From an optimization exercise on the open Yosys and OpenROAD flow, aimed at small area, a short achievable clock period and few clock cycles per item; shortcuts taken in it are not production practice. Function was not checked in any run shown here: the RTL went through the layout flow alone.

--- flow/run.sh ---
#!/bin/bash
# synth_recipe.tcl (not shown) runs the flow's synth.tcl, then flattens the netlist and writes it again
# the make line also repeats each setting of config.mk as NAME=value (left out here)
make -C /OpenROAD-flow-scripts/flow DESIGN_CONFIG=/design/flow/config.mk WORK_HOME=/design/flow/orfs CLKGATE_MAP_FILE= SYNTH_SCRIPT=/design/flow/synth_recipe.tcl finish
--- flow/constraint.sdc ---
create_clock -name core_clock -period 16.0 [get_ports {clk}]
set_input_delay 3.2000 -clock core_clock [delete_from_list [all_inputs] [get_ports {clk}]]
set_output_delay 3.2000 -clock core_clock [all_outputs]
set_load 0.01 [all_outputs]
--- flow/design.v ---
package pus_pkg;
  function automatic logic [33:0] rom_pair(input logic [7:0] m);
    case (m)
      8'd0: rom_pair = {17'h00000, 17'h10000};
      8'd1: rom_pair = {17'h00192, 17'h0ffff};
      8'd2: rom_pair = {17'h00324, 17'h0fffb};
      8'd3: rom_pair = {17'h004b6, 17'h0fff5};
      8'd4: rom_pair = {17'h00648, 17'h0ffec};
      8'd5: rom_pair = {17'h007da, 17'h0ffe1};
      8'd6: rom_pair = {17'h0096c, 17'h0ffd4};
      8'd7: rom_pair = {17'h00afe, 17'h0ffc4};
      8'd8: rom_pair = {17'h00c90, 17'h0ffb1};
      8'd9: rom_pair = {17'h00e21, 17'h0ff9c};
      8'd10: rom_pair = {17'h00fb3, 17'h0ff85};
      8'd11: rom_pair = {17'h01144, 17'h0ff6b};
      8'd12: rom_pair = {17'h012d5, 17'h0ff4e};
      8'd13: rom_pair = {17'h01466, 17'h0ff30};
      8'd14: rom_pair = {17'h015f7, 17'h0ff0e};
      8'd15: rom_pair = {17'h01787, 17'h0feeb};
      8'd16: rom_pair = {17'h01918, 17'h0fec4};
      8'd17: rom_pair = {17'h01aa8, 17'h0fe9c};
      8'd18: rom_pair = {17'h01c38, 17'h0fe71};
      8'd19: rom_pair = {17'h01dc7, 17'h0fe43};
      8'd20: rom_pair = {17'h01f56, 17'h0fe13};
      8'd21: rom_pair = {17'h020e5, 17'h0fde1};
      8'd22: rom_pair = {17'h02274, 17'h0fdac};
      8'd23: rom_pair = {17'h02402, 17'h0fd74};
      8'd24: rom_pair = {17'h02590, 17'h0fd3b};
      8'd25: rom_pair = {17'h0271e, 17'h0fcfe};
      8'd26: rom_pair = {17'h028ab, 17'h0fcc0};
      8'd27: rom_pair = {17'h02a38, 17'h0fc7f};
      8'd28: rom_pair = {17'h02bc4, 17'h0fc3b};
      8'd29: rom_pair = {17'h02d50, 17'h0fbf5};
      8'd30: rom_pair = {17'h02edc, 17'h0fbad};
      8'd31: rom_pair = {17'h03067, 17'h0fb62};
      8'd32: rom_pair = {17'h031f1, 17'h0fb15};
      8'd33: rom_pair = {17'h0337c, 17'h0fac5};
      8'd34: rom_pair = {17'h03505, 17'h0fa73};
      8'd35: rom_pair = {17'h0368e, 17'h0fa1f};
      8'd36: rom_pair = {17'h03817, 17'h0f9c8};
      8'd37: rom_pair = {17'h0399f, 17'h0f96e};
      8'd38: rom_pair = {17'h03b27, 17'h0f913};
      8'd39: rom_pair = {17'h03cae, 17'h0f8b4};
      8'd40: rom_pair = {17'h03e34, 17'h0f854};
      8'd41: rom_pair = {17'h03fba, 17'h0f7f1};
      8'd42: rom_pair = {17'h0413f, 17'h0f78c};
      8'd43: rom_pair = {17'h042c3, 17'h0f724};
      8'd44: rom_pair = {17'h04447, 17'h0f6ba};
      8'd45: rom_pair = {17'h045cb, 17'h0f64e};
      8'd46: rom_pair = {17'h0474d, 17'h0f5df};
      8'd47: rom_pair = {17'h048cf, 17'h0f56e};
      8'd48: rom_pair = {17'h04a50, 17'h0f4fa};
      8'd49: rom_pair = {17'h04bd1, 17'h0f484};
      8'd50: rom_pair = {17'h04d50, 17'h0f40c};
      8'd51: rom_pair = {17'h04ecf, 17'h0f391};
      8'd52: rom_pair = {17'h0504d, 17'h0f314};
      8'd53: rom_pair = {17'h051cb, 17'h0f295};
      8'd54: rom_pair = {17'h05348, 17'h0f213};
      8'd55: rom_pair = {17'h054c3, 17'h0f18f};
      8'd56: rom_pair = {17'h0563e, 17'h0f109};
      8'd57: rom_pair = {17'h057b9, 17'h0f080};
      8'd58: rom_pair = {17'h05932, 17'h0eff5};
      8'd59: rom_pair = {17'h05aaa, 17'h0ef68};
      8'd60: rom_pair = {17'h05c22, 17'h0eed9};
      8'd61: rom_pair = {17'h05d99, 17'h0ee47};
      8'd62: rom_pair = {17'h05f0f, 17'h0edb3};
      8'd63: rom_pair = {17'h06084, 17'h0ed1c};
      8'd64: rom_pair = {17'h061f8, 17'h0ec83};
      8'd65: rom_pair = {17'h0636b, 17'h0ebe8};
      8'd66: rom_pair = {17'h064dd, 17'h0eb4b};
      8'd67: rom_pair = {17'h0664e, 17'h0eaab};
      8'd68: rom_pair = {17'h067be, 17'h0ea0a};
      8'd69: rom_pair = {17'h0692d, 17'h0e966};
      8'd70: rom_pair = {17'h06a9b, 17'h0e8bf};
      8'd71: rom_pair = {17'h06c08, 17'h0e817};
      8'd72: rom_pair = {17'h06d74, 17'h0e76c};
      8'd73: rom_pair = {17'h06edf, 17'h0e6bf};
      8'd74: rom_pair = {17'h07049, 17'h0e610};
      8'd75: rom_pair = {17'h071b2, 17'h0e55e};
      8'd76: rom_pair = {17'h0731a, 17'h0e4aa};
      8'd77: rom_pair = {17'h07480, 17'h0e3f4};
      8'd78: rom_pair = {17'h075e6, 17'h0e33c};
      8'd79: rom_pair = {17'h0774a, 17'h0e282};
      8'd80: rom_pair = {17'h078ad, 17'h0e1c6};
      8'd81: rom_pair = {17'h07a10, 17'h0e107};
      8'd82: rom_pair = {17'h07b70, 17'h0e046};
      8'd83: rom_pair = {17'h07cd0, 17'h0df83};
      8'd84: rom_pair = {17'h07e2f, 17'h0debe};
      8'd85: rom_pair = {17'h07f8c, 17'h0ddf7};
      8'd86: rom_pair = {17'h080e8, 17'h0dd2d};
      8'd87: rom_pair = {17'h08243, 17'h0dc62};
      8'd88: rom_pair = {17'h0839c, 17'h0db94};
      8'd89: rom_pair = {17'h084f5, 17'h0dac4};
      8'd90: rom_pair = {17'h0864c, 17'h0d9f2};
      8'd91: rom_pair = {17'h087a1, 17'h0d91e};
      8'd92: rom_pair = {17'h088f6, 17'h0d848};
      8'd93: rom_pair = {17'h08a49, 17'h0d770};
      8'd94: rom_pair = {17'h08b9a, 17'h0d696};
      8'd95: rom_pair = {17'h08ceb, 17'h0d5ba};
      8'd96: rom_pair = {17'h08e3a, 17'h0d4db};
      8'd97: rom_pair = {17'h08f88, 17'h0d3fb};
      8'd98: rom_pair = {17'h090d4, 17'h0d318};
      8'd99: rom_pair = {17'h0921f, 17'h0d234};
      8'd100: rom_pair = {17'h09368, 17'h0d14d};
      8'd101: rom_pair = {17'h094b0, 17'h0d065};
      8'd102: rom_pair = {17'h095f7, 17'h0cf7a};
      8'd103: rom_pair = {17'h0973c, 17'h0ce8e};
      8'd104: rom_pair = {17'h09880, 17'h0cd9f};
      8'd105: rom_pair = {17'h099c2, 17'h0ccae};
      8'd106: rom_pair = {17'h09b03, 17'h0cbbc};
      8'd107: rom_pair = {17'h09c42, 17'h0cac7};
      8'd108: rom_pair = {17'h09d80, 17'h0c9d1};
      8'd109: rom_pair = {17'h09ebc, 17'h0c8d9};
      8'd110: rom_pair = {17'h09ff7, 17'h0c7de};
      8'd111: rom_pair = {17'h0a130, 17'h0c6e2};
      8'd112: rom_pair = {17'h0a268, 17'h0c5e4};
      8'd113: rom_pair = {17'h0a39e, 17'h0c4e4};
      8'd114: rom_pair = {17'h0a4d2, 17'h0c3e2};
      8'd115: rom_pair = {17'h0a605, 17'h0c2de};
      8'd116: rom_pair = {17'h0a736, 17'h0c1d8};
      8'd117: rom_pair = {17'h0a866, 17'h0c0d1};
      8'd118: rom_pair = {17'h0a994, 17'h0bfc7};
      8'd119: rom_pair = {17'h0aac1, 17'h0bebc};
      8'd120: rom_pair = {17'h0abeb, 17'h0bdaf};
      8'd121: rom_pair = {17'h0ad14, 17'h0bca0};
      8'd122: rom_pair = {17'h0ae3c, 17'h0bb8f};
      8'd123: rom_pair = {17'h0af62, 17'h0ba7d};
      8'd124: rom_pair = {17'h0b086, 17'h0b968};
      8'd125: rom_pair = {17'h0b1a8, 17'h0b852};
      8'd126: rom_pair = {17'h0b2c9, 17'h0b73a};
      8'd127: rom_pair = {17'h0b3e8, 17'h0b620};
      8'd128: rom_pair = {17'h0b505, 17'h0b505};
      default: rom_pair = 34'h0;
    endcase
  endfunction
endpackage
module particle_update_step_unit (
  input  logic               clk,
  input  logic               rst_n,
  input  logic               in_valid,
  output logic               in_stall,
  input  logic signed [31:0] in_pos_x,
  input  logic signed [31:0] in_pos_y,
  input  logic signed [31:0] in_vel_x,
  input  logic signed [31:0] in_vel_y,
  input  logic signed [31:0] in_life_left,
  input  logic signed [31:0] in_gravity_amount,
  input  logic        [15:0] in_gravity_angle,
  input  logic               in_last_of_list,
  output logic               out_valid,
  input  logic               out_stall,
  output logic               out_keep,
  output logic        [12:0] out_slot,
  output logic signed [31:0] out_new_x,
  output logic signed [31:0] out_new_y,
  output logic signed [31:0] out_new_vel_x,
  output logic signed [31:0] out_new_vel_y,
  output logic signed [31:0] out_new_life,
  output logic               out_end_of_list
);
  logic        [7:0]  tab_m;
  logic               tab_sw;
  logic        [33:0] tab_q;
  logic        [16:0] cos_in, sin_in;
  always_comb begin
    tab_m  = 8'(({1'b0, (in_gravity_angle[13] ? ~in_gravity_angle[12:5]
                                               :  in_gravity_angle[12:5])} + 9'd1) >> 1);
    tab_sw = in_gravity_angle[13] ^ in_gravity_angle[14];
    tab_q  = pus_pkg::rom_pair(tab_m);
    sin_in = tab_sw ? tab_q[16:0]  : tab_q[33:17];
    cos_in = tab_sw ? tab_q[33:17] : tab_q[16:0];
  end
  logic               v1;
  logic signed [31:0] px1, py1, vx1, vy1, life1, amt1;
  logic        [16:0] cmag1, smag1;
  logic               cneg1, sneg1;
  logic               last1;
  logic               ov, sv;       
  logic               en_out;
  logic               move;         
  assign in_stall = v1 && sv;
  assign en_out   = !ov || !out_stall;
  assign move     = v1 && !sv;
  always_ff @(posedge clk) begin
    if (!rst_n) begin
      v1 <= 1'b0;
    end else if (!in_stall) begin
      v1 <= in_valid;
    end
  end
  always_ff @(posedge clk) begin
    if (!in_stall) begin
      px1   <= in_pos_x;
      py1   <= in_pos_y;
      vx1   <= in_vel_x;
      vy1   <= in_vel_y;
      life1 <= in_life_left;
      amt1  <= in_gravity_amount;
      cmag1 <= cos_in;
      smag1 <= sin_in;
      cneg1 <= in_gravity_angle[15] ^ in_gravity_angle[14];
      sneg1 <= in_gravity_angle[15];
      last1 <= in_last_of_list;
    end
  end
  logic signed [32:0] life_d;
  logic signed [31:0] life_n;
  logic               keep;
  logic        [12:0] cnt;
  logic               nx, ny;        
  logic signed [49:0] acc_x, acc_y;
  logic signed [33:0] rx, ry;
  logic signed [31:0] sx, sy;
  logic               r_keep, r_last;
  logic        [12:0] r_slot;
  logic signed [31:0] r_x, r_y, r_vx, r_vy, r_life;
  always_comb begin
    life_d = 33'(life1) - 33'sd65536;
    life_n = (life_d[32] != life_d[31]) ? 32'sh80000000 : life_d[31:0];
    keep   = (life1 > 32'sd65536);
    nx = cneg1;
    ny = !sneg1;
    acc_x = (50'(vx1) <<< 16) + 50'sd32768
          + 50'($signed(nx ? ~amt1 : amt1)) * 50'($signed({1'b0, cmag1}))
          + (nx ? 50'(cmag1) : 50'd0);
    acc_y = (50'(vy1) <<< 16) + 50'sd32767
          + 50'($signed(ny ? ~amt1 : amt1)) * 50'($signed({1'b0, smag1}))
          + (ny ? 50'(smag1) : 50'd0);
    rx = acc_x[49:16];
    ry = acc_y[49:16];
    sx = (rx[33:31] == 3'b000 || rx[33:31] == 3'b111) ? rx[31:0]
       : (rx[33] ? 32'sh80000000 : 32'sh7FFFFFFF);
    sy = (ry[33:31] == 3'b000 || ry[33:31] == 3'b111) ? ry[31:0]
       : (ry[33] ? 32'sh80000000 : 32'sh7FFFFFFF);
    r_keep = keep;
    r_last = last1;
    r_life = life_n;
    r_slot = keep ? cnt : 13'd0;
    r_x    = keep ? px1 + vx1 : 32'sd0;
    r_y    = keep ? py1 + vy1 : 32'sd0;
    r_vx   = keep ? sx : 32'sd0;
    r_vy   = keep ? sy : 32'sd0;
  end
  always_ff @(posedge clk) begin
    if (!rst_n) begin
      cnt <= '0;
    end else if (move) begin
      if (last1)     cnt <= '0;
      else if (keep) cnt <= cnt + 13'd1;
    end
  end
  logic               o_keep, o_last;
  logic        [12:0] o_slot;
  logic signed [31:0] o_x, o_y, o_vx, o_vy, o_life;
  logic               k_keep, k_last;
  logic        [12:0] k_slot;
  logic signed [31:0] k_x, k_y, k_vx, k_vy, k_life;
  always_ff @(posedge clk) begin
    if (!rst_n) begin
      ov <= 1'b0;
      sv <= 1'b0;
    end else begin
      if (en_out) begin
        ov <= sv || v1;
        sv <= 1'b0;
      end else if (!sv) begin
        sv <= v1;
      end
    end
  end
  always_ff @(posedge clk) begin
    if (en_out) begin
      if (sv) begin
        o_keep <= k_keep; o_slot <= k_slot; o_x <= k_x; o_y <= k_y;
        o_vx <= k_vx; o_vy <= k_vy; o_life <= k_life; o_last <= k_last;
      end else begin
        o_keep <= r_keep; o_slot <= r_slot; o_x <= r_x; o_y <= r_y;
        o_vx <= r_vx; o_vy <= r_vy; o_life <= r_life; o_last <= r_last;
      end
    end
  end
  always_ff @(posedge clk) begin
    if (!en_out && !sv) begin
      k_keep <= r_keep; k_slot <= r_slot; k_x <= r_x; k_y <= r_y;
      k_vx <= r_vx; k_vy <= r_vy; k_life <= r_life; k_last <= r_last;
    end
  end
  assign out_valid       = ov;
  assign out_keep        = o_keep;
  assign out_slot        = o_slot;
  assign out_new_x       = o_x;
  assign out_new_y       = o_y;
  assign out_new_vel_x   = o_vx;
  assign out_new_vel_y   = o_vy;
  assign out_new_life    = o_life;
  assign out_end_of_list = o_last;
endmodule
--- flow/config.mk ---
export PLATFORM = sky130hd
export DESIGN_NAME = particle_update_step_unit
export DESIGN_NICKNAME = particle_update_step_unit
export VERILOG_FILES = /design/flow/design.v
export SDC_FILE = /design/flow/constraint.sdc
export NUM_CORES = 4
export LEC_CHECK = 0
export CAP_MARGIN = 20
export CORE_MARGIN = 2
export CORE_UTILIZATION = 40
export SLEW_MARGIN = 20
export SYNTH_MEMORY_MAX_BITS = 16384
==> results of run 1 <==
## final cells by class
cell class              instances  area, um2
diodes                          9       22.5
clock buffers                  86       1840
clock inverters                39        373
fillers                     16600      96100
inverters                    1270       4770
multi-input cells            4832      47000
flip-flops and latches        595      17700
well taps                    2340       2930
repair buffers                529       4980
## per-layer routing
metal | vias up | global-route usage
met4 | 0 | 0.114
met3 | 411 | 0.0345
li1 | 22900 | -
met2 | 1799 | 0.410
met5 | - | 0
met1 | 26500 | 0.325
## cell families (layout without fill, tap and decap cells)
group / count (synthesis) / count (layout) / share of synthesized area
multiplexers: 79 / 79 / 0.0131
flip-flops: 595 / 595 / 0.251
XOR/XNOR: 243 / 243 / 0.0303
buffers and inverters: 1614 / 1924 / 0.0870
AO/OA/AOI/OAI: 909 / 909 / 0.0846
adder cells (fa/ha/maj): 1548 / 1548 / 0.396
AND/OR/NAND/NOR: 2053 / 2053 / 0.138
other: 0 / 9 / 0
## cells in the final DEF (no fill, tap or decap), types with 18 or more instances in the layout
master and n:
a211oi_1 29, a21o_1 75, a21oi_1 269, a311oi_1 21, a31oi_1 28, and2_1 551
buf_4 142, clkbuf_16 70, clkdlybuf4s50_1 384, edfxtp_1 579, fa_1 1147, ha_1 401
inv_1 1268, mux2_2 59, nand2_1 893, nand2b_1 27, nand3_1 80, nand4_1 19
nor2_1 300, nor2b_1 41, nor3_1 57, o211ai_1 67, o21ai_0 145, o21bai_1 29
o22ai_1 18, o31ai_1 67, xnor2_1 137, xor2_1 88
## critical path: stages, from the launching register on
cell and delay (ns):
edfxtp_1 0.32, buf_4 0.58, xor2_1 0.20, buf_4 0.24, nand2_1 0.16, fa_1 0.73, inv_1 0.14, fa_1 0.84
inv_1 0.23, fa_1 0.53, inv_1 0.05, fa_1 0.54, inv_1 0.06, fa_1 0.47, inv_1 0.05, fa_1 0.43
ha_1 0.33, ha_1 0.36, a21o_1 0.19, a21o_1 0.18, a21oi_1 0.22, o221ai_1 0.21, o311ai_0 0.71, nor4_2 0.08
o21ai_2 0.13, buf_4 0.31, or2_1 0.79, o21ai_0 0.22
## how the worst max path moves through the flow
stage | start | to | slack, ns | cells after the start
floorplan | out_stall | k_keep | 2.30 | 2
global placement | cneg1 | o_vx[2] | 6.41 | 27
detailed placement | cneg1 | o_vx[16] | 6.24 | 27
CTS | cneg1 | o_vx[16] | 6.24 | 27
global route | cneg1 | o_vx[16] | 5.63 | 29
finish | cneg1 | o_vx[16] | 6.31 | 27
## through the flow
| step | utilization | hold slack [ns] | setup WS [ns] |
|---|---|---|---|
| detailed placement | 0.440 | 0.508 | 6.24 |
| finish | 0.453 | 0.508 | 6.31 |
| global route | 0.453 | 0.521 | 5.63 |
| CTS | 0.453 | 0.499 | 6.24 |
| global placement | 0.440 | 0.482 | 6.41 |
| floorplan | - | 0.466 | 2.30 |
==> notes.md, run 1 <==
Syn Inst Count 7,041; layout cells sized above 1 0.0517; Hold Crit Start k_y[3]; Worst setup EP type register; initial antenna violation count 16; Die ar. about 180,000 um2; via/cell ratio between 5 and 6; worst r2r path cells 27; PortBufs between 300 and 400; Setup CP Type reg -> reg; Clk pin slew, worst setup/hold paths roughly 0.060 ns; clk latency of the worst-skew pair slightly below 0.7 ns; top routing layer in use met4; Detailed Place HPWL approximately 170 mm; drt first-iter violations between 3,000 and 4,000; Setup-failing EPs final 0; die width between 400 and 500 um; Main synth FF type edfxtp_1; CTS Root Cell clkbuf_16; core area around 180,000 um2; maximum number of pins on one net before global-route repair ~160; Worst EP arrival 10.07 ns; outcome complete, no violations; Initial Util 0.402; max_slew headroom 0.282; FP Rows between 150 and 200; EDFF count, synth between 500 and 600; Fin. Hold Viols 0; count of cell types in the netlist 98; Cells on Worst Hold Path 2; WHS Endpoint o_y[3]; CTS max path bufs 3; Area Overhead vs Synth 12.7%; biggest area consumer among synthesized cells fa_1; Mapped Area 70,600 um2; max-cap violation count 0; crit path launch type register; RePlAce Congestion approximately 0.99; mean routed wirelength per cell 22.9 um; total negative slack 0 ns; most frequent cell after synthesis inv_1; first-pass GRT wire length about 340 mm; Avg Inst Size Synth around 10 um2; nets@finish ~9,100; unrepaired setup endpoints after global routing no; fin crit share 0.605; DRC errors left 0; CTS tree yes; vias in the first global route around 54,000; design area roughly 80,000 um2; # IOs 390; Final min period slightly below 10 ns; Min-Delay Path Class reg -> reg; cts repair resizes 0; DRT antenna net count 0; r2r endpoint o_vx[16]; met2 wire len 106 mm; skew final approximately 0.053 ns; Post-Place Cells 9,565; Final Slew Violations 0; GR Overflow Total 0; height of the die 424 um; R2R setup slack 6.31 ns; crit-path max FO between 40 and 50; final WL 222 mm; GR Util All Layers 0.248; postcts setup bufs 0; met3 wire length 13.5 mm; YS warnings 1; Achievable Freq 103 MHz; post-cts hold buffer count 0; Seq/Total Area, Yosys 0.251; H-tree Lvls 3; Slew @ Worst Pin between 1 and 1.5 ns; Worst R2R Start cneg1; most area-consuming cells after synthesis fa_1 (33%), edfxtp_1 (25%), ha_1 (7.1%); fin cells slightly below 10,000; DR vias 51,600; Worst Path Required between 15 and 20 ns; top cells by count, synth inv_1 (1,268), fa_1 (1,147), nand2_1 (896); met1 WL approximately 90 mm; CTS Sinks just under 600; Placement Cell Area ~77,000 um2; 1st-pass router iterations 8; Yosys top cell area share 0.325; FFs w/ async S/R, synth 0; number of buffers created by CTS about 70; Yosys reg bits between 500 and 600
==> run 2, diff against run 1 <==
--- a/flow/config.mk
+++ b/flow/config.mk
@@ -5,8 +5,10 @@
 export SDC_FILE = /design/flow/constraint.sdc
 export NUM_CORES = 4
 export LEC_CHECK = 0
+export ABC_CLOCK_PERIOD_IN_PS = 4000
 export CAP_MARGIN = 20
 export CORE_MARGIN = 2
 export CORE_UTILIZATION = 40
+export SETUP_SLACK_MARGIN = 5
 export SLEW_MARGIN = 20
 export SYNTH_MEMORY_MAX_BITS = 16384
==> notes.md, run 2 <==
EDFF count, synth between 500 and 600; post-cts hold buffer count 0; DP Worst Slack 6.03 ns; via/cell ratio approximately 5.3; total negative slack 0 ns; Syn Inst Count 7,041; mean routed wirelength per cell about 23 um; 1st-pass router iterations 5; DRT antenna net count 0; FFs w/ async S/R, synth 0; Fin. Hold Viols 0; CTS Sinks between 500 and 600; Setup-failing EPs final 0; Worst Path Required about 16 ns; most area-consuming cells after synthesis fa_1 (33%), edfxtp_1 (25%), ha_1 (7.1%); skew final around 0.026 ns; # IOs slightly below 400; vias in the first global route between 50,000 and 60,000; YS warnings 1; outcome complete, no violations; nets@finish just over 9,000; CTS Root Cell clkbuf_16; cts repair resizes 0; clk latency of the worst-skew pair ~0.67 ns; unrepaired setup endpoints after global routing no; CTS max path bufs 3; Main synth FF type edfxtp_1; Clk pin slew, worst setup/hold paths 0.06 ns; Critical path buffers and inverters 8; Yosys reg bits roughly 600; final WL ~220 mm; max_slew headroom 0.216; RePlAce Congestion 1.01; Setup CP Type reg -> reg; crit path launch type register; Fill cells between 15,000 and 20,000; slowest stage delay, CP 0.86 ns; Final Util 0.453; number of buffers created by CTS 68; biggest area consumer among synthesized cells fa_1; layout cells sized above 1 0.0514; Achievable Freq approximately 100 MHz; H-tree Lvls 3; DR vias between 50,000 and 60,000; Yosys top cell area share 0.325; Worst EP arrival around 10 ns; FP Rows between 150 and 200; Worst setup EP type register; Die ar. approximately 180,000 um2; top cells by count, synth inv_1 (1,268), fa_1 (1,147), nand2_1 (896); Slew @ Worst Pin roughly 1.1 ns; CP delay by family, top adder cells; Fin Hold WS slightly above 0.5 ns; initial antenna violation count 18; Area Overhead vs Synth 12.6%; Final min period 10.0 ns; Crit-path slowest cell fa_1; core area 176,000 um2; most frequent cells in the layout inv_1 (1,268), fa_1 (1,147), nand2_1 (893), edfxtp_1 (579), and2_1 (551); first-pass GRT wire length between 300 and 400 mm; GR Overflow Total 0; commonest non-fill, non-tap cell in the layout inv_1; max-cap violation count 0; GR Util All Layers 0.248; postcts setup bufs 0; maximum number of pins on one net before global-route repair ~90; Avg Inst Size Synth approximately 10 um2; DRC errors left 0; Final Slew Violations 0; count of cell types in the netlist roughly 100; Seq/Total Area, Yosys 0.251; most frequent cell after synthesis inv_1; die width 424 um; CTS tree yes; PortBufs ~380; setup slack after layout 6.00 ns; crit-path max FO between 40 and 50; Worst path most repeated cell fa_1; Detailed Place HPWL 169 mm; fin crit share 0.625; Min-Delay Path Class reg -> reg; Mapped Area 70,600 um2; drt first-iter violations ~3,800; height of the die roughly 420 um; Initial Util 0.402
-- run 2: final cells by class --
| cell class | count | area (um2) | share of cell area |
|---|---|---|---|
| tap | 2340 | 2930 | 0.0368 |
| clock inverter | 33 | 318 | 0.00399 |
| multi-input combinational | 4832 | 47000 | 0.591 |
| timing repair buffer | 531 | 4970 | 0.0625 |
| antenna | 11 | 27.5 | 0.000346 |
| sequential | 595 | 17700 | 0.223 |
| clock buffer | 87 | 1820 | 0.0229 |
| inverter | 1270 | 4770 | 0.0599 |
-- run 2: metal layers --
layer	vias to the layer above	global-route usage	routed length (um)
met5	-	0	37
met4	6	0.118	11500
met3	337	0.0303	12500
met2	1727	0.404	106000
met1	26600	0.331	93100
li1	22900	-	-
-- run 2: worst paths after layout --
check,from,end,slack (ns),cells after the start
hold reg to reg,cnt[6],cnt[6],0.51,2
setup reg to reg,cneg1,o_vx[8],6.00,27
setup / recovery,cneg1,o_vx[8],6.00,27
hold / removal,cnt[6],cnt[6],0.51,2
-- run 2: metrics by stage --
stage | std cells | area, um2
after floorplan | 7041 | 70700
after detailed placement | 9566 | 77400
after global routing | 9697 | 79600
after global placement | 9566 | 77400
after CTS | 9686 | 79500
final | 9699 | 79600
-- run 2: kinds of logic (layout without fill, tap and decap cells) --
kind of cell / Yosys count / in the layout / share of synthesized area
buffers and inverters: 1614 / 1921 / 0.0870
xor gates and xnor gates: 243 / 243 / 0.0303
and+or+nand+nor: 2053 / 2053 / 0.138
other: 0 / 11 / 0
DFF: 595 / 595 / 0.251
muxes: 79 / 79 / 0.0131
AOI/OAI and AO/OA: 909 / 909 / 0.0846
adders and majority gates: 1548 / 1548 / 0.396
-- run 2: tightest hold or removal path, stage by stage, from the launching register on --
cell     delay [ns]
dfxtp_1        0.33
o21ai_0        0.08
a21oi_1        0.06
==> run 3, diff against run 2 <==
--- a/flow/design.v
+++ b/flow/design.v
@@ -203,6 +203,31 @@
       last1 <= in_last_of_list;
     end
   end
+  function automatic logic [49:0] booth_macc(input logic [31:0] a,
+                                             input logic [16:0] m,
+                                             input logic        neg,
+                                             input logic [31:0] v,
+                                             input logic [15:0] c);
+    logic [19:0] mm;
+    logic [33:0] a1, a2, b;
+    logic        one, two, ng;
+    logic [49:0] acc, k;
+    mm  = {2'b00, m, 1'b0};
+    a1  = {{2{a[31]}}, a};
+    a2  = {a[31], a, 1'b0};
+    acc = {~v[31], v[30:0], 16'd0} + 50'(c);
+    k   = 50'd1 << 47;
+    for (int i = 0; i < 9; i++) begin
+      one = mm[2*i+1] ^ mm[2*i];
+      two = (mm[2*i+2] & ~mm[2*i+1] & ~mm[2*i]) | (~mm[2*i+2] & mm[2*i+1] & mm[2*i]);
+      ng  = mm[2*i+2] ^ neg;
+      b   = ({34{one}} & a1) | ({34{two}} & a2);
+      b   = b ^ {34{ng}};
+      acc = acc + (50'({~b[33], b[32:0]}) << (2*i)) + (50'(ng) << (2*i));
+      k   = k + (50'd1 << (33 + 2*i));
+    end
+    booth_macc = acc - k;
+  endfunction
   logic signed [32:0] life_d;
   logic signed [31:0] life_n;
   logic               keep;
@@ -220,12 +245,8 @@
     keep   = (life1 > 32'sd65536);
     nx = cneg1;
     ny = !sneg1;
-    acc_x = (50'(vx1) <<< 16) + 50'sd32768
-          + 50'($signed(nx ? ~amt1 : amt1)) * 50'($signed({1'b0, cmag1}))
-          + (nx ? 50'(cmag1) : 50'd0);
-    acc_y = (50'(vy1) <<< 16) + 50'sd32767
-          + 50'($signed(ny ? ~amt1 : amt1)) * 50'($signed({1'b0, smag1}))
-          + (ny ? 50'(smag1) : 50'd0);
+    acc_x = booth_macc(amt1, cmag1, nx, vx1, 16'd32768);
+    acc_y = booth_macc(amt1, smag1, ny, vy1, 16'd32767);
     rx = acc_x[49:16];
     ry = acc_y[49:16];
     sx = (rx[33:31] == 3'b000 || rx[33:31] == 3'b111) ? rx[31:0]
==> flow/flow/run.sh (new file) <==
#!/bin/bash
# Standard ORFS layout (the standard.sh, unchanged synthesis and steps),
# with repair_timing aiming for setup slack of 11.5 ns at the design's
# period instead of 0, so that the layout's achieved period is pushed down.
set -euo pipefail
bash standard.sh SETUP_SLACK_MARGIN=11.5 finish > make_finish.log 2>&1
==> flow/standard.sh (new file) <==
#!/bin/bash
# synth_recipe.tcl (not shown) runs the flow's synth.tcl, then flattens the netlist and writes it again
# the make line also repeats each setting of config.mk as NAME=value (left out here)
make -C /OpenROAD-flow-scripts/flow DESIGN_CONFIG=/design/flow/config.mk WORK_HOME=/design/flow/orfs CLKGATE_MAP_FILE= SYNTH_SCRIPT=/design/flow/synth_recipe.tcl "${@:-finish}"
--- a/flow/config.mk
+++ b/flow/config.mk
@@ -5,10 +5,8 @@
 export SDC_FILE = /design/flow/constraint.sdc
 export NUM_CORES = 4
 export LEC_CHECK = 0
-export ABC_CLOCK_PERIOD_IN_PS = 4000
 export CAP_MARGIN = 20
 export CORE_MARGIN = 2
 export CORE_UTILIZATION = 40
-export SETUP_SLACK_MARGIN = 5
 export SLEW_MARGIN = 20
 export SYNTH_MEMORY_MAX_BITS = 16384
removed: flow/run.sh
==> notes.md, run 3 <==
outcome complete, no violations; max-cap violation count 0; CTS Root Cell clkbuf_16; RePlAce Congestion 0.942; Syn Inst Count 6,117; Seq/Total Area, Yosys 0.294; unrepaired setup endpoints after global routing yes; R2R setup slack 8.57 ns; count of cell types in the netlist between 80 and 90; H-tree Lvls 3; max_slew headroom 0.380; final WL between 200 and 250 mm; biggest area consumer among synthesized cells edfxtp_1; layout cells sized above 1 0.250; CTS tree yes; Area Overhead vs Synth 32.2%; Final Util 0.531; YS warnings 1; crit-path max FO 8; PortBufs 384; Die ar. around 150,000 um2; maximum number of pins on one net before global-route repair 77; DR vias between 50,000 and 60,000; CTS max path bufs 3; Final Slew Violations 0; slowest stage delay, CP just under 0.6 ns; 1st-pass router iterations 6; commonest non-fill, non-tap cell in the layout edfxtp_1; Yosys top cell area share 0.289; drt first-iter violations roughly 6,200; EDFF count, synth 579; nets@finish slightly below 8,000; Main synth FF type edfxtp_1; crit path launch type register; Fin. Hold Viols 0; top cells by count, synth edfxtp_1 (579), inv_1 (569), xnor2_1 (567); Initial Util 0.402; die width between 300 and 400 um; first-pass GRT wire length roughly 340 mm; Crit-path slowest cell fa_1; Clk pin slew, worst setup/hold paths approximately 0.060 ns; height of the die 392 um; Fin Hold WS about 0.50 ns; vias in the first global route between 50,000 and 60,000; Achievable Freq approximately 130 MHz; FFs w/ async S/R, synth 0; GR Overflow Total 0; Yosys reg bits around 600; skew final between 0.03 and 0.04 ns; via/cell ratio between 6 and 7; fin crit share 0.465; DRC errors left 0; most frequent cell after synthesis edfxtp_1; most frequent cells in the layout edfxtp_1 (579), inv_1 (539), xnor2_1 (519), fa_1 (464), a22oi_1 (457); Worst EP arrival between 7 and 8 ns; total negative slack 0 ns; # IOs a little under 400; Setup-failing EPs final 0; Min-Delay Path Class reg -> reg; mean routed wirelength per cell between 20 and 30 um; initial antenna violation count 10; core area 150,000 um2; GR Util All Layers 0.298; Worst setup EP type register; Setup CP Type reg -> reg; clk latency of the worst-skew pair roughly 0.70 ns; FP Rows approximately 140; Fill cells 13,200; CTS Sinks roughly 600; most area-consuming cells after synthesis edfxtp_1 (29%), fa_1 (17%), xnor2_1 (8.3%); Worst path most repeated cell fa_1; Mapped Area 60,100 um2; Slew @ Worst Pin 0.929 ns; number of buffers created by CTS between 60 and 70; DRT antenna net count 0; Avg Inst Size Synth 9.83 um2; Worst Path Required about 16 ns; Final min period 7.43 ns; Detailed Place HPWL between 100 and 150 mm
[run 3: cell count changes after synthesis, sizes merged, moves of 420 or more]
cell / previous run / this run
nand2: 896 / 359
and2: 551 / 35
xnor2: 147 / 567
a22oi: 4 / 507
fa: 1147 / 499
inv: 1269 / 581
[run 3: per-stage QoR]
stage	area, um2	worst slack (ns)	std cells
after detailed placement	66800	6.41	8128
after floorplan	61800	8.99	6117
after CTS	77300	8.78	8684
after global routing	79500	8.47	8799
after global placement	66800	6.47	8128
final	79500	8.57	8803
[run 3: area by class of cell]
class | instances | area (um2) | area share
diodes | 6 | 15.0 | 0.000189
flip-flops and latches | 595 | 17700 | 0.223
inverters | 583 | 2350 | 0.0295
multi-input cells | 4463 | 43700 | 0.550
clock inverters | 41 | 437 | 0.00549
repair buffers | 1015 | 10900 | 0.137
repair inverters | 3 | 28.8 | 0.000362
well taps | 2016 | 2520 | 0.0317
clock buffers | 81 | 1770 | 0.0223
[run 3: logic make-up after synthesis]
kind of cell / after synthesis / share of synthesized area
compound gates: 1608 / 0.179
buf+inv: 1082 / 0.0683
simple gates: 1065 / 0.0810
fa+ha+maj: 858 / 0.241
xor+xnor: 822 / 0.120
flops: 595 / 0.294
mux: 87 / 0.0165
[run 3: critical path, delay by kind of cell, from the launching register on]
family,cells,cell delay (ns)
fa+ha+maj,6,2.91
buf+inv,10,1.36
compound gates,5,0.99
simple gates,4,0.94
xor+xnor,2,0.50
flops,1,0.46
[run 3: path summary, 6_finish.rpt]
check | from | to | cells after the start
worst max-delay path | smag1[5] | o_vy[13] | 27
worst min-delay path | cnt[6] | cnt[6] | 2
worst max register to register | smag1[5] | o_vy[13] | 27
worst min register to register | cnt[6] | cnt[6] | 2
[run 3: per-layer routing]
metal	global-route usage	wire, um	vias to the layer above
li1	-	-	22800
met1	0.388	91200	26500
met2	0.464	105000	3161
met3	0.0702	25600	832
met4	0.145	13700	12
met5	0	159	-
[run 3: what timing repair did]
item,in CTS,in global routing
gates resized for setup,1506,287
endpoints found under the setup margin,632,361
setup buffers,365,101
pin swaps,269,208
hold buffers,0,0
cloned,69,10
==> run 4, diff against run 3 <==
==> flow/flow/run.sh (replaced) <==
#!/bin/bash
# Standard ORFS layout (the standard.sh, unchanged synthesis and steps),
# with repair_timing aiming for setup slack of 10 ns at the design's
# period instead of 0, so that the layout's achieved period is pushed down.
set -euo pipefail
bash standard.sh SETUP_SLACK_MARGIN=10 finish > make_finish.log 2>&1
==> notes.md, run 4 <==
outcome complete, no violations; Seq/Total Area, Yosys 0.294; Yosys top cell area share 0.289; worst r2r path cells 27; crit path launch type register; most frequent cell after synthesis edfxtp_1; GR Util All Layers 0.291; Setup-failing EPs final 0; Multi-input gate area 42,500 um2; first-pass GRT wire length around 340 mm; Fin Hold WS 0.483 ns; design area 77,600 um2; H-tree Lvls 3; Worst Path Required approximately 16 ns; most area-consuming cells after synthesis edfxtp_1 (29%), fa_1 (17%), xnor2_1 (8.3%); RePlAce Congestion just over 0.9; nets@finish roughly 7,700; Area Overhead vs Synth 29.1%; number of buffers created by CTS 70; 1st-pass router iterations 9; Min-Delay Path Class reg -> reg; Yosys reg bits ~600; clk latency of the worst-skew pair about 0.70 ns; unrepaired setup endpoints after global routing yes; CTS Sinks around 600; Cells on Worst Hold Path 2; mean routed wirelength per cell 26.4 um; Final Slew Violations 0; DRT antenna net count 0; Worst EP arrival roughly 7.8 ns; Slew @ Worst Pin 1.05 ns; Final Util 0.519; maximum number of pins on one net before global-route repair 93; biggest area consumer among synthesized cells edfxtp_1; Detailed Place HPWL approximately 140 mm; EDFF count, synth approximately 580; CTS max path bufs 3; Achievable Freq around 140 MHz; Fin. Hold Viols 0; Final min period approximately 7.4 ns; DR vias between 50,000 and 60,000; GR Overflow Total 0; CTS Root Cell clkbuf_16; vias in the first global route approximately 52,000; Setup CP Type reg -> reg; Placement Cell Area ~67,000 um2; Sequential Area about 18,000 um2; FP Rows ~140; initial antenna violation count 10; CTS tree yes; FFs w/ async S/R, synth 0; height of the die 392 um; crit-path max FO 13; final WL between 200 and 250 mm; commonest non-fill, non-tap cell in the layout edfxtp_1; Clk pin slew, worst setup/hold paths 0.06 ns; Main synth FF type edfxtp_1; DRC errors left 0; via/cell ratio 6.00; Initial Util 0.402; core area 150,000 um2; Fill cells between 10,000 and 15,000; most frequent cells in the layout edfxtp_1 (579), inv_1 (548), xnor2_1 (508), a22oi_1 (476), fa_1 (470); drt first-iter violations 5,681; max-cap violation count 0; PortBufs approximately 380; Syn Inst Count approximately 6,000; layout cells sized above 1 0.194; Avg Inst Size Synth roughly 9.8 um2; Worst setup EP type register; Die ar. between 150,000 and 200,000 um2; die width a little under 400 um; max_slew headroom 0.303; total negative slack 0 ns; skew final 0.0463 ns; fin crit share 0.463; count of cell types in the netlist 85; Mapped Area ~60,000 um2; YS warnings 1; top cells by count, synth edfxtp_1 (579), inv_1 (569), xnor2_1 (567); # IOs 390
[run 4: cell counts after synthesis]
Identical to the previous run, type by type.
[run 4: cells by family (layout without fill, tap and decap cells)]
| kind of cell | after synthesis | in the layout | share of synthesized area |
|---|---|---|---|
| AO/OA/AOI/OAI | 1608 | 1616 | 0.179 |
| buffers and inverters | 1082 | 1625 | 0.0683 |
| AND/OR/NAND/NOR | 1065 | 1075 | 0.0810 |
| adder cells (fa/ha/maj) | 858 | 858 | 0.241 |
| XOR/XNOR | 822 | 824 | 0.120 |
| flip-flops | 595 | 595 | 0.294 |
| multiplexers | 87 | 87 | 0.0165 |
| other | 0 | 5 | 0 |
[run 4: what timing repair did]
| action | CTS | global route |
|---|---|---|
| pin swaps | 201 | 139 |
| cloned | 59 | 5 |
| hold buffers | 0 | 0 |
| buffers inserted | 296 | 77 |
| gates resized for setup | 629 | 203 |
| endpoints found under the setup margin | 266 | 156 |
[run 4: final cells by class]
| type | count | area share |
|---|---|---|
| Inverter | 583 | 0.0302 |
| Clock buffer | 85 | 0.0238 |
| Antenna cell | 5 | 0.000161 |
| Sequential cell | 595 | 0.228 |
| Timing Repair Buffer | 910 | 0.132 |
| Multi-Input combinational cell | 4460 | 0.548 |
| Tap cell | 2016 | 0.0325 |
| Timing Repair inverter | 6 | 0.000741 |
| Clock inverter | 41 | 0.00454 |
[run 4: stage by stage]
| step | setup slack (ns) | std cells |
|---|---|---|
| finish | 8.60 | 8701 |
| global placement | 6.45 | 8131 |
| detailed placement | 6.38 | 8133 |
| floorplan | 8.99 | 6117 |
| global route | 8.52 | 8696 |
| CTS | 8.82 | 8614 |
[run 4: metal layers]
| metal | wire length (um) | global-route usage | vias up | part of all wire |
|---|---|---|---|---|
| met5 | 80 | 0 | - | 0.00035 |
| met4 | 12200 | 0.132 | 14 | 0.053 |
| met3 | 25100 | 0.0802 | 758 | 0.11 |
| met2 | 103000 | 0.454 | 3041 | 0.45 |
| met1 | 90000 | 0.375 | 25800 | 0.39 |
| li1 | - | - | 22600 | - |
[run 4: worst max-delay path: stages, from the launching register on]
cell,delay (ns)
edfxtp_1,0.47
buf_6,0.19
buf_4,0.14
o21ai_4,0.21
buf_6,0.18
buf_16,0.18
a22oi_1,0.12
xnor2_1,0.31
fa_1,0.49
inv_1,0.11
fa_2,0.44
fa_1,0.52
inv_1,0.07
fa_1,0.53
inv_1,0.06
ha_1,0.30
ha_4,0.31
and3_4,0.20
and3_4,0.21
o2111ai_4,0.14
a2111oi_4,0.36
buf_4,0.21
nor2_2,0.06
o311a_4,0.37
or3_4,0.47
buf_12,0.19
a21oi_4,0.18
a221oi_2,0.08
[run 4: path summary, 6_finish.rpt]
kind | from | slack [ns] | end
worst max register to register | smag1[9] | 8.60 | o_vy[30]
worst min-delay path | cnt[6] | 0.48 | cnt[6]
worst max-delay path | smag1[9] | 8.60 | o_vy[30]
worst min register to register | cnt[6] | 0.48 | cnt[6]
==> run 5, diff against run 4 <==
--- a/flow/design.v
+++ b/flow/design.v
@@ -158,22 +158,70 @@
   output logic signed [31:0] out_new_life,
   output logic               out_end_of_list
 );
-  logic        [7:0]  tab_m;
+  function automatic logic [29:0] booth8_enc(input logic [16:0] m,
+                                             input logic        neg);
+    logic [19:0] mm;
+    logic [2:0]  t;
+    logic [23:0] sel;
+    logic [5:0]  ng;
+    mm = {2'b00, m, 1'b0};
+    for (int i = 0; i < 6; i++) begin
+      t = mm[3*i +: 3] ^ {3{mm[3*i+3]}};
+      sel[4*i]   = !t[2] && (t[1] ^ t[0]);
+      sel[4*i+1] = (!t[2] && t[1] && t[0]) || (t[2] && !t[1] && !t[0]);
+      sel[4*i+2] = t[2] && (t[1] ^ t[0]);
+      sel[4*i+3] = t[2] && t[1] && t[0];
+      ng[i] = mm[3*i+3] ^ neg;
+    end
+    booth8_enc = {ng, sel};
+  endfunction
+  function automatic logic [49:0] booth8_macc(input logic [31:0] a,
+                                              input logic [33:0] a3,
+                                              input logic [29:0] bd,
+                                              input logic [31:0] v,
+                                              input logic [15:0] c);
+    logic [34:0] m1, m2, m3, m4, b;
+    logic [49:0] acc, k;
+    m1  = {{3{a[31]}}, a};
+    m2  = {{2{a[31]}}, a, 1'b0};
+    m3  = {a3[33], a3};
+    m4  = {a[31], a, 2'b00};
+    acc = {~v[31], v[30:0], 16'd0} + 50'(c);
+    k   = 50'd1 << 47;
+    for (int i = 0; i < 6; i++) begin
+      b   = ({35{bd[4*i]}} & m1) | ({35{bd[4*i+1]}} & m2)
+          | ({35{bd[4*i+2]}} & m3) | ({35{bd[4*i+3]}} & m4);
+      b   = b ^ {35{bd[24+i]}};
+      acc = acc + (50'({~b[34], b[33:0]}) << (3*i)) + (50'(bd[24+i]) << (3*i));
+      k   = k + (50'd1 << (34 + 3*i));
+    end
+    booth8_macc = acc - k;
+  endfunction
+  logic        [7:0]  tab_f, tab_m;
   logic               tab_sw;
   logic        [33:0] tab_q;
   logic        [16:0] cos_in, sin_in;
+  logic signed [33:0] amt3_in;
   always_comb begin
-    tab_m  = 8'(({1'b0, (in_gravity_angle[13] ? ~in_gravity_angle[12:5]
-                                               :  in_gravity_angle[12:5])} + 9'd1) >> 1);
+    tab_f  = in_gravity_angle[13] ? ~in_gravity_angle[12:5] : in_gravity_angle[12:5];
+    tab_m[0] = tab_f[1] ^ tab_f[0];
+    tab_m[1] = tab_f[2] ^ (&tab_f[1:0]);
+    tab_m[2] = tab_f[3] ^ (&tab_f[2:0]);
+    tab_m[3] = tab_f[4] ^ (&tab_f[3:0]);
+    tab_m[4] = tab_f[5] ^ (&tab_f[4:0]);
+    tab_m[5] = tab_f[6] ^ (&tab_f[5:0]);
+    tab_m[6] = tab_f[7] ^ (&tab_f[6:0]);
+    tab_m[7] = &tab_f[7:0];
     tab_sw = in_gravity_angle[13] ^ in_gravity_angle[14];
     tab_q  = pus_pkg::rom_pair(tab_m);
     sin_in = tab_sw ? tab_q[16:0]  : tab_q[33:17];
     cos_in = tab_sw ? tab_q[33:17] : tab_q[16:0];
+    amt3_in = 34'(in_gravity_amount) + (34'(in_gravity_amount) <<< 1);
   end
   logic               v1;
   logic signed [31:0] px1, py1, vx1, vy1, life1, amt1;
-  logic        [16:0] cmag1, smag1;
-  logic               cneg1, sneg1;
+  logic signed [33:0] amt31;
+  logic        [29:0] cbd1, sbd1;    
   logic               last1;
   logic               ov, sv;       
   logic               en_out;
@@ -196,43 +244,16 @@
       vy1   <= in_vel_y;
       life1 <= in_life_left;
       amt1  <= in_gravity_amount;
-      cmag1 <= cos_in;
-      smag1 <= sin_in;
-      cneg1 <= in_gravity_angle[15] ^ in_gravity_angle[14];
-      sneg1 <= in_gravity_angle[15];
+      amt31 <= amt3_in;
+      cbd1  <= booth8_enc(cos_in, in_gravity_angle[15] ^ in_gravity_angle[14]);
+      sbd1  <= booth8_enc(sin_in, !in_gravity_angle[15]);
       last1 <= in_last_of_list;
     end
   end
-  function automatic logic [49:0] booth_macc(input logic [31:0] a,
-                                             input logic [16:0] m,
-                                             input logic        neg,
-                                             input logic [31:0] v,
-                                             input logic [15:0] c);
-    logic [19:0] mm;
-    logic [33:0] a1, a2, b;
-    logic        one, two, ng;
-    logic [49:0] acc, k;
-    mm  = {2'b00, m, 1'b0};
-    a1  = {{2{a[31]}}, a};
-    a2  = {a[31], a, 1'b0};
-    acc = {~v[31], v[30:0], 16'd0} + 50'(c);
-    k   = 50'd1 << 47;
-    for (int i = 0; i < 9; i++) begin
-      one = mm[2*i+1] ^ mm[2*i];
-      two = (mm[2*i+2] & ~mm[2*i+1] & ~mm[2*i]) | (~mm[2*i+2] & mm[2*i+1] & mm[2*i]);
-      ng  = mm[2*i+2] ^ neg;
-      b   = ({34{one}} & a1) | ({34{two}} & a2);
-      b   = b ^ {34{ng}};
-      acc = acc + (50'({~b[33], b[32:0]}) << (2*i)) + (50'(ng) << (2*i));
-      k   = k + (50'd1 << (33 + 2*i));
-    end
-    booth_macc = acc - k;
-  endfunction
   logic signed [32:0] life_d;
   logic signed [31:0] life_n;
   logic               keep;
   logic        [12:0] cnt;
-  logic               nx, ny;        
   logic signed [49:0] acc_x, acc_y;
   logic signed [33:0] rx, ry;
   logic signed [31:0] sx, sy;
@@ -243,10 +264,8 @@
     life_d = 33'(life1) - 33'sd65536;
     life_n = (life_d[32] != life_d[31]) ? 32'sh80000000 : life_d[31:0];
     keep   = (life1 > 32'sd65536);
-    nx = cneg1;
-    ny = !sneg1;
-    acc_x = booth_macc(amt1, cmag1, nx, vx1, 16'd32768);
-    acc_y = booth_macc(amt1, smag1, ny, vy1, 16'd32767);
+    acc_x = booth8_macc(amt1, amt31, cbd1, vx1, 16'd32768);
+    acc_y = booth8_macc(amt1, amt31, sbd1, vy1, 16'd32767);
     rx = acc_x[49:16];
     ry = acc_y[49:16];
     sx = (rx[33:31] == 3'b000 || rx[33:31] == 3'b111) ? rx[31:0]
==> flow/flow/run.sh (replaced) <==
#!/bin/bash
# Standard ORFS layout (the standard.sh, unchanged synthesis and steps),
# with repair_timing aiming for setup slack of 9 ns at the design's
# period instead of 0, so that the layout's achieved period is pushed down.
set -euo pipefail
bash standard.sh SETUP_SLACK_MARGIN=9 finish > make_finish.log 2>&1
==> notes.md, run 5 <==
slowest stage delay, CP 0.54 ns; Worst Path Required between 15 and 20 ns; maximum number of pins on one net before global-route repair around 100; layout cells sized above 1 0.106; max-cap violation count 0; most frequent cell after synthesis edfxtp_1; RePlAce Congestion just under 1; Area Overhead vs Synth 16.9%; WHS Endpoint o_vy[24]; Worst R2R Start sbd1[0]; mean routed wirelength per cell between 20 and 30 um; initial antenna violation count 8; CTS tree yes; Main synth FF type edfxtp_1; Die ar. approximately 150,000 um2; Worst setup EP type register; most area-consuming cells after synthesis edfxtp_1 (32%), fa_1 (10%), ha_1 (7.6%); skew final 0.0547 ns; EDFF count, synth 635; r2r endpoint o_vy[8]; Yosys reg bits around 650; Syn Inst Count ~5,900; max FFs per register 34; die width about 390 um; largest register by flop count amt31; Avg Inst Size Synth around 10 um2; FP Rows approximately 140; number of buffers created by CTS 74; Achievable Freq approximately 140 MHz; CTS Root Cell clkbuf_16; Cells on Worst Hold Path 2; Detailed Place HPWL ~140 mm; YS warnings 1; Final Util 0.470; critical path cell sequence clkdlybuf4s50_1 > xor2_2 > ha_4 > inv_1 > nor2_2 > ha_4 > clkinv_1 > buf_6 > nor2_1 > o21ai_0 > and3_1 > a32oi_1 > a21oi_1 > o21ai_0 > mux2i_1 > xnor2_1 > nor2b_1; Setup-failing EPs final 0; fin crit share 0.435; clk latency of the worst-skew pair between 0.6 and 0.7 ns; via/cell ratio 6.32; R2R setup slack 9.17 ns; Min-Delay Path Class reg -> reg; Slew @ Worst Pin ~0.95 ns; Yosys top cell area share 0.321; FFs w/ async S/R, synth 0; height of the die around 390 um; Crit-path slowest cell o21ai_0; Mapped Area approximately 59,000 um2; CTS Sinks around 650; DRC errors left 0; H-tree Lvls 3; Initial Util 0.402; Fin Hold WS just over 0.5 ns; count of cell types in the netlist 111; drt first-iter violations 5,699; Worst EP arrival ~7.4 ns; nets@finish just under 7,000; Hold Crit Start k_vy[24]; Fin. Hold Viols 0; final WL 212 mm; Final Slew Violations 0; PortBufs 384; crit path launch type input port; first-pass GRT wire length ~320 mm; biggest area consumer among synthesized cells edfxtp_1; DRT antenna net count 0; fin cells approximately 8,000; 1st-pass router iterations 8; GR Util All Layers 0.271; CTS max path bufs 3; max_slew headroom 0.359; DR vias around 51,000; top cells by count, synth edfxtp_1 (635), clkbuf_1 (462), xnor2_1 (447); most frequent cells in the layout edfxtp_1 (635), xnor2_1 (445), inv_1 (437), clkdlybuf4s50_1 (383), a22o_1 (361); Setup CP Type in -> reg; GR Overflow Total 0; commonest non-fill, non-tap cell in the layout edfxtp_1; vias in the first global route 49,100; Post-Place Cells between 7,000 and 8,000; crit-path max FO 43; post-cts hold buffer count 0; Seq/Total Area, Yosys 0.327; core area 147,000 um2; unrepaired setup endpoints after global routing yes; total negative slack 0 ns; Fill cells between 10,000 and 15,000; # IOs 390; Final min period about 7.0 ns; outcome complete, no violations; worst r2r path cells 23; Clk pin slew, worst setup/hold paths ~0.06 ns
-- run 5: layer usage --
metal,up-vias,wire (um),GRT usage
met2,3049,93500,0.418
met4,10,11900,0.133
li1,22300,-,-
met3,737,21400,0.0596
met5,-,48,0
met1,24900,84900,0.358
-- run 5: what timing repair did --
item | 4_1_cts | 5_1_grt
hold endpoints to repair | 0 | 0
gates resized for setup | 98 | 180
pin swaps | 7 | 32
buffers inserted | 60 | 27
setup endpoints to repair | 179 | 172
gates cloned | 8 | 5
-- run 5: layout make-up --
cell class	instances	area, um2	area share
inverter	444	1690	0.0243
tap	1930	2410	0.0348
timing repair buffer	625	6270	0.0904
sequential	651	19400	0.280
clock inverter	44	520	0.00750
antenna	4	10.0	0.000144
multi-input combinational	4281	37100	0.535
clock buffer	92	1940	0.0280
-- run 5: critical path: cells and delay by family --
| kind | cells | cell delay [ns] |
|---|---|---|
| compound gates | 4 | 0.93 |
| xor+xnor | 2 | 0.41 |
| fa+ha+maj | 2 | 0.71 |
| buf+inv | 4 | 1.02 |
| mux | 1 | 0.32 |
| simple gates | 4 | 0.81 |
-- run 5: kinds of logic (layout without fill, tap and decap cells) --
logic type | after synthesis | count (layout) | synth area share
adders and majority gates | 672 | 672 | 0.180
AOI/OAI and AO/OA | 1805 | 1807 | 0.228
and+or+nand+nor | 1076 | 1078 | 0.0867
buffers and inverters | 1025 | 1205 | 0.0664
DFF | 651 | 651 | 0.327
xor gates and xnor gates | 614 | 616 | 0.0917
muxes | 105 | 106 | 0.0199
other | 1 | 6 | 0.0000632
-- run 5: how the worst max path moves through the flow --
stage               cells after the start                  from        to
global route                           21              amt1[11]   o_vy[8]
finish                                 17   in_gravity_angle[6]   sbd1[2]
detailed placement                     16  in_gravity_angle[13]  sbd1[11]
global placement                       16  in_gravity_angle[13]  sbd1[11]
floorplan                               2             out_stall    k_keep
CTS                                    13   in_gravity_angle[7]  sbd1[11]
-- run 5: through the flow --
stage / instance area (um2) / worst slack (ns)
after floorplan: 59600 / 8.99
after global placement: 64700 / 6.16
after detailed placement: 64700 / 6.19
after CTS: 68300 / 8.95
after global routing: 69400 / 8.94
final: 69400 / 9.04
==> run 6, diff against run 5 <==
==> flow/flow/run.sh (replaced) <==
#!/bin/bash
# Standard ORFS layout (the standard.sh, unchanged synthesis and steps),
# with repair_timing aiming for setup slack of 11 ns at the design's
# period instead of 0, so that the layout's achieved period is pushed down.
set -euo pipefail
bash standard.sh SETUP_SLACK_MARGIN=11 finish > make_finish.log 2>&1
==> notes.md, run 6 <==
r2r endpoint k_vx[12]; Syn Inst Count approximately 6,000; Detailed Place HPWL 144 mm; Mapped Area 59,400 um2; design area roughly 79,000 um2; most frequent cell after synthesis edfxtp_1; biggest area consumer among synthesized cells edfxtp_1; R2R setup slack ~9.4 ns; drt first-iter violations slightly below 6,000; GR Overflow Total 0; Seq/Total Area, Yosys 0.327; FP Rows between 100 and 150; CTS Sinks 651; DP Worst Slack about 6.3 ns; RePlAce Congestion about 0.94; most area-consuming cells after synthesis edfxtp_1 (32%), fa_1 (10%), ha_1 (7.6%); crit path to k_vx[12]; Placement Cell Area roughly 65,000 um2; layout cells sized above 1 0.258; initial antenna violation count 11; Slew @ Worst Pin about 1 ns; Worst EP arrival 7.00 ns; FFs w/ async S/R, synth 0; Yosys top cell area share 0.321; count of cell types in the netlist approximately 110; Main synth FF type edfxtp_1; number of buffers created by CTS 76; YS warnings 1; commonest non-fill, non-tap cell in the layout edfxtp_1; DRT antenna net count 0; setup slack after layout around 9.4 ns; core area between 100,000 and 150,000 um2; Worst R2R Start cbd1[1]; max-cap violation count 0; nets@finish approximately 7,400; Setup CP Type reg -> reg; fin crit share 0.411; unrepaired setup endpoints after global routing yes; outcome complete, no violations; slowest stage delay, CP around 0.62 ns; most frequent cells in the layout edfxtp_1 (635), xnor2_1 (428), inv_1 (419), buf_4 (366), a22o_1 (361); Yosys reg bits around 650; Achievable Freq 152 MHz; H-tree Lvls 3; final WL 239 mm; Clk pin slew, worst setup/hold paths approximately 0.06 ns; mean routed wirelength per cell roughly 28 um; EDFF count, synth around 640; Area Overhead vs Synth 33.8%; Final min period roughly 6.6 ns; Setup-failing EPs final 0; total negative slack 0 ns; vias in the first global route 53,500; via/cell ratio 6.41; Avg Inst Size Synth 9.98 um2; worst r2r path cells 28; die width approximately 390 um; DR vias ~54,000; crit path launch cbd1[1]; Worst Path Required about 16 ns; Initial Util 0.402; height of the die around 390 um; Final Slew Violations 0; PortBufs roughly 380; max_slew headroom 0.331; 1st-pass router iterations 6; Min-Delay Path Class reg -> reg; CTS max path bufs 3; largest register by flop count amt31; Worst setup EP type register; Crit-path slowest cell fa_2; CTS tree yes; maximum number of pins on one net before global-route repair 89; # IOs 390; CTS Root Cell clkbuf_16; Die ar. approximately 150,000 um2; first-pass GRT wire length approximately 350 mm; crit path launch type register; GR Util All Layers 0.304; clk latency of the worst-skew pair approximately 0.7 ns; max FFs per register 34; DRC errors left 0; Fin. Hold Viols 0; crit-path max FO 15; skew final 0.0455 ns; top cells by count, synth edfxtp_1 (635), clkbuf_1 (462), xnor2_1 (447)
[run 6: logic make-up after synthesis]
kind of cell,share of synthesized area
AO/OA/AOI/OAI,0.228
XOR/XNOR,0.0917
adder cells (fa/ha/maj),0.180
buffers and inverters,0.0664
flip-flops,0.327
multiplexers,0.0199
other,0.0000632
AND/OR/NAND/NOR,0.0867
[run 6: layout make-up]
type	count	area, um2
multi-input combinational	4290	41900
fill	12600	68100
clock inverter	49	594
antenna	5	12.5
tap	1930	2410
timing repair buffer	1038	11400
inverter	444	1720
sequential	651	19400
clock buffer	87	1940
[run 6: worst min-delay path by stage]
| stage | startpoint | endpoint | cells after the start |
|---|---|---|---|
| final | k_y[24] | o_y[24] | 2 |
| after global routing | k_y[25] | o_y[25] | 2 |
| after CTS | k_y[24] | o_y[24] | 2 |
| after detailed placement | k_y[10] | o_y[10] | 2 |
| after global placement | cnt[7] | cnt[7] | 2 |
| after floorplan | cnt[7] | cnt[7] | 2 |
[run 6: per-stage QoR]
step / cells / utilization / hold slack [ns]
2_1_floorplan: 5950 / - / 0.466
3_3_place_gp: 7830 / 0.442 / 0.484
3_5_place_dp: 7830 / 0.442 / 0.499
4_1_cts: 8407 / 0.524 / 0.510
5_1_grt: 8489 / 0.538 / 0.534
6_report: 8494 / 0.538 / 0.510
[run 6: routing by layer]
metal	vias to the layer above	GRT usage	share of wire
met5	-	0	0.00043
met4	14	0.156	0.063
met3	923	0.0793	0.11
met2	3457	0.470	0.44
met1	26800	0.392	0.38
li1	23300	-	-
[run 6: critical path: cells and delay by family (launching register included)]
kind / cells / cell delay [ns]
compound gates: 8 / 1.18
fa+ha+maj: 5 / 2.42
buf+inv: 9 / 1.03
simple gates: 5 / 0.96
flops: 1 / 0.43
xor+xnor: 1 / 0.28
[run 6: repair_timing]
action,in CTS,in global routing
gates cloned,58,5
pin swaps,369,217
hold buffers,0,0
gates resized for setup,1121,294
setup buffers,383,77
setup endpoints to repair,272,225

[re-timing with driven ports]
No port has a modelled driver above. Below, the same layouts with a new extraction and two added sets of constraints.
Step 1 (the two cells are an assumption about what drives the block):
set clk [get_ports {clk}]
set_driving_cell -lib_cell sky130_fd_sc_hd__clkbuf_16 $clk
set_driving_cell -lib_cell sky130_fd_sc_hd__buf_2 [delete_from_list [all_inputs] $clk]
Step 2 adds t to the input delays and takes it off the output delays; t is the mean of the earliest and latest rising clock arrival at the registers after step 1. Input paths then give back, and output paths get back, about the clock's delay inside the block.
Slacks: no drivers / after step 1 / after step 2; pairs: no drivers / after step 1.
run | t (ns) | slack for setup (ns) | worst setup path after step 2
run 1 | 0.742 | 6.314 / 6.314 / 6.314 | register to register
run 2 | 0.721 | 6.001 / 6.001 / 6.001 | register to register
run 3 | 0.758 | 8.568 / 8.568 / 8.568 | register to register
run 4 | 0.764 | 8.599 / 8.599 / 8.599 | register to register
run 5 | 0.740 | 9.040 / 9.089 / 8.349 | input to register
run 6 | 0.756 | 9.428 / 9.428 / 8.917 | input to register
After both steps every run listed still meets setup and hold. For run 5, which loses most, drivers alone change the setup slack by +0.049 ns; drivers and shift together by -0.691 ns.
